Background: an optimization exercise with open tools, aiming at small area, a short achievable clock period and few clock cycles per item. Do not read the settings as production practice. At most, simulation tests tie the RTL to the original design; equivalence was not proved. Power is estimated from default activity; no workload was simulated.

// softmax_normalizer
module softmax_normalizer
#(
    parameter int unsigned N             = 32,
    parameter int unsigned IN_BIT_WIDTH  = 16,
    parameter int unsigned SUM_BIT_WIDTH = 32,
    parameter int unsigned RECIP_W       = 32,
    parameter int unsigned OUT_BIT_WIDTH = 16
) (
    input  logic                        i_clk,
    input  logic                        i_rst_n,
    input  logic                        i_vec_valid,
    output logic                        o_vec_ready,
    input  logic [IN_BIT_WIDTH*N-1:0]   i_data,
    input  logic                        i_sum_valid,
    input  logic [SUM_BIT_WIDTH-1:0]    i_sum,
    output logic                        o_valid,
    input  logic                        i_ready,
    output logic [OUT_BIT_WIDTH-1:0]    o_prob,
    output logic [$clog2(N)-1:0]        o_idx,
    output logic                        o_last,
    output logic                        o_busy,
    output logic                        o_recip_sat
);
Size: roughly 2900 cells after synthesis, ~580 I/O pins.
export LEC_CHECK = 0
export ABC_CLOCK_PERIOD_IN_PS = 3000
export CAP_MARGIN = 20
export CELL_PAD_IN_SITES_DETAIL_PLACEMENT = 1
export CORE_MARGIN = 2
export CORE_UTILIZATION = 40
export CTS_BUF_LIST = sky130_fd_sc_hd__clkbuf_16
export CTS_CLUSTER_DIAMETER = 80
export CTS_CLUSTER_SIZE = 20
export PLACE_DENSITY = 0.45
export SLEW_MARGIN = 20
create_clock -name core_clock -period 11.0 [get_ports {i_clk}]
standard.sh (not shown) runs the stock make flow with config.mk's settings and CLKGATE_MAP_FILE= SYNTH_SCRIPT=/design/flow/synth_recipe.tcl, a recipe that flattens the netlist after the stock synthesis.
==> flow/flow/run.sh <==
#!/bin/bash
# The standard layout (the standard.sh, standard synthesis unchanged), with
#  - every input and output port buffered by the smallest buffer (buf_1)
#    instead of the tool's default pick; the resizer still upsizes any port
#    buffer that needs more drive;
#  - repair_timing asked for a setup margin of 7.5 ns, so that it keeps
#    sizing and buffering paths until they are 7.5 ns inside the 11 ns clock.
# The SDC (clock period, I/O delays, loads) is the standard flow's, unchanged.
set -euo pipefail
export BUFFER_PORTS_ARGS="-buffer_cell sky130_fd_sc_hd__buf_1"
export SETUP_SLACK_MARGIN=7.5
bash standard.sh > make.log 2>&1
The baseline completed without violations.
Change:
--- a/flow/design.v
+++ b/flow/design.v
@@ -115,19 +115,18 @@
     localparam int unsigned IDX_W = $clog2(N);
     logic [IN_BIT_WIDTH-1:0] xb_q [N];
     localparam int unsigned NG = 4;         
     localparam int unsigned GS = N / NG;
     logic [NG-1:0]           gfull_q;       
     logic                    full_q;        
     logic                    xb_new_q;      
     logic [GS-1:0]           rdl_q;         
     logic [NG-1:0]           rdg_q;         
-    logic                    vbusy_q;       
     logic                    vready_q;      
     logic                    full_d, sk_v_d;
     logic                    accept;
     logic [7:0]              xa1_q;         
     logic [6:0]              xa2_q, xa3_q;
     logic                    xa_v_q;
     logic                    xa_wait_q;     
     logic [28:0]             cs0_q, cs1_q;
     logic [5:0]              cs_ovf_q;      
@@ -155,19 +154,19 @@
     logic [5:0]              povf;
     logic                    phi;
     logic [OUT_BIT_WIDTH-1:0] prob_n;
     logic                    offer_q;       
     logic                    pend_q;        
     logic                    sum_offer, sum_later, abort;
     logic                    div_start, div_free, div_ready;
     logic [RECIP_W-1:0]      div_recip;
     logic                    div_sat;
-    assign accept      = i_vec_valid & ~vbusy_q;
+    assign accept      = i_vec_valid & vready_q;
     assign o_vec_ready = vready_q;
     assign sum_offer = i_vec_valid & i_sum_valid & ~offer_q;
     assign sum_later = pend_q & i_sum_valid;
     assign div_start = div_free & (sum_offer | sum_later);
     assign abort     = accept & offer_q & ~i_sum_valid;
     recip_divider #(
         .SUM_W   (SUM_BIT_WIDTH),
         .RECIP_W (RECIP_W)
     ) u_div (
@@ -269,36 +268,34 @@
             rdl_q <= {rdl_q[GS-2:0], rdl_q[GS-1]};
             if (rdl_q[GS-1])
                 rdg_q <= {rdg_q[NG-2:0], rdg_q[NG-1]};
         end
     end
     always_ff @(posedge i_clk or negedge i_rst_n) begin
         if (!i_rst_n) begin
             full_q    <= 1'b0;
             gfull_q   <= '0;
-            vbusy_q   <= 1'b1;
-            vready_q  <= 1'b0;
+            vready_q  <= 1'b1;
             xb_new_q  <= 1'b0;
             xa_v_q    <= 1'b0;
             xa_wait_q <= 1'b0;
             r_next_q  <= 1'b0;
             cs_v_q    <= 1'b0;
             out_v_q   <= 1'b0;
             sk_v_q    <= 1'b0;
             idx_q     <= '0;
             last_q    <= 1'b0;
             nvec_q    <= '0;
             busy_q    <= 1'b0;
             offer_q   <= 1'b0;
             pend_q    <= 1'b0;
         end else begin
             full_q   <= full_d;
-            vbusy_q  <= full_d | sk_v_d;
             vready_q <= ~full_d & ~sk_v_d;
             if (accept) begin
                 gfull_q  <= '1;
             end else if (rd_go) begin
                 for (int g = 0; g < int'(NG); g++)
                     if (rdg_q[g] && rdl_q[GS-1])
                         gfull_q[g] <= 1'b0;
             end
             if (accept)
After rerunning:
- clock power stays flat
- area after synthesis increases by 0.93%
- register-to-register slack improved by 70 ps
- hold slack got worse by 5.8 ps
- setup slack got worse by 13 ps
- final cell count increases by 1.6%
- fmax decreases by 0.38%
- sequential power decreases by about 4%
- global-route usage increases by 0.39 points
- first-iteration DRC count decreases by 6.8%
- non-clock buffer count increases by 1
Testbench counts after the change, summed over its fixed seeds: cycles 12,456, vectors 384.
The RTL of the first run of this note was laid out without a check of its function.

[port drivers added, routing unchanged]
Ports are ideal in the flow. The routed layouts listed here were re-timed in OpenROAD.
Step 1 assumes that a clkbuf_16 drives the clock port and a buf_2 every other input.
Step 2 also shifts input and output timing later by t, the mid clock arrival at the registers, as if the neighbouring blocks saw the same clock.
Slacks: no drivers / after step 1 / after step 2; pairs: no drivers / after step 1.
| run | shift t [ns] | slack for setup (ns) | worst register clock-pin slew, ns |
|---|---|---|---|
| the first run | 0.728 | 7.473 / 7.404 / 7.252 | 0.09 / 0.09 |
| the second run | 0.724 | 7.459 / 7.390 / 7.331 | 0.09 / 0.09 |
After both steps setup and hold are still met in every run listed. The setup slack of the first run, which loses most, moves by -0.069 ns with the drivers and by -0.221 ns with both steps.
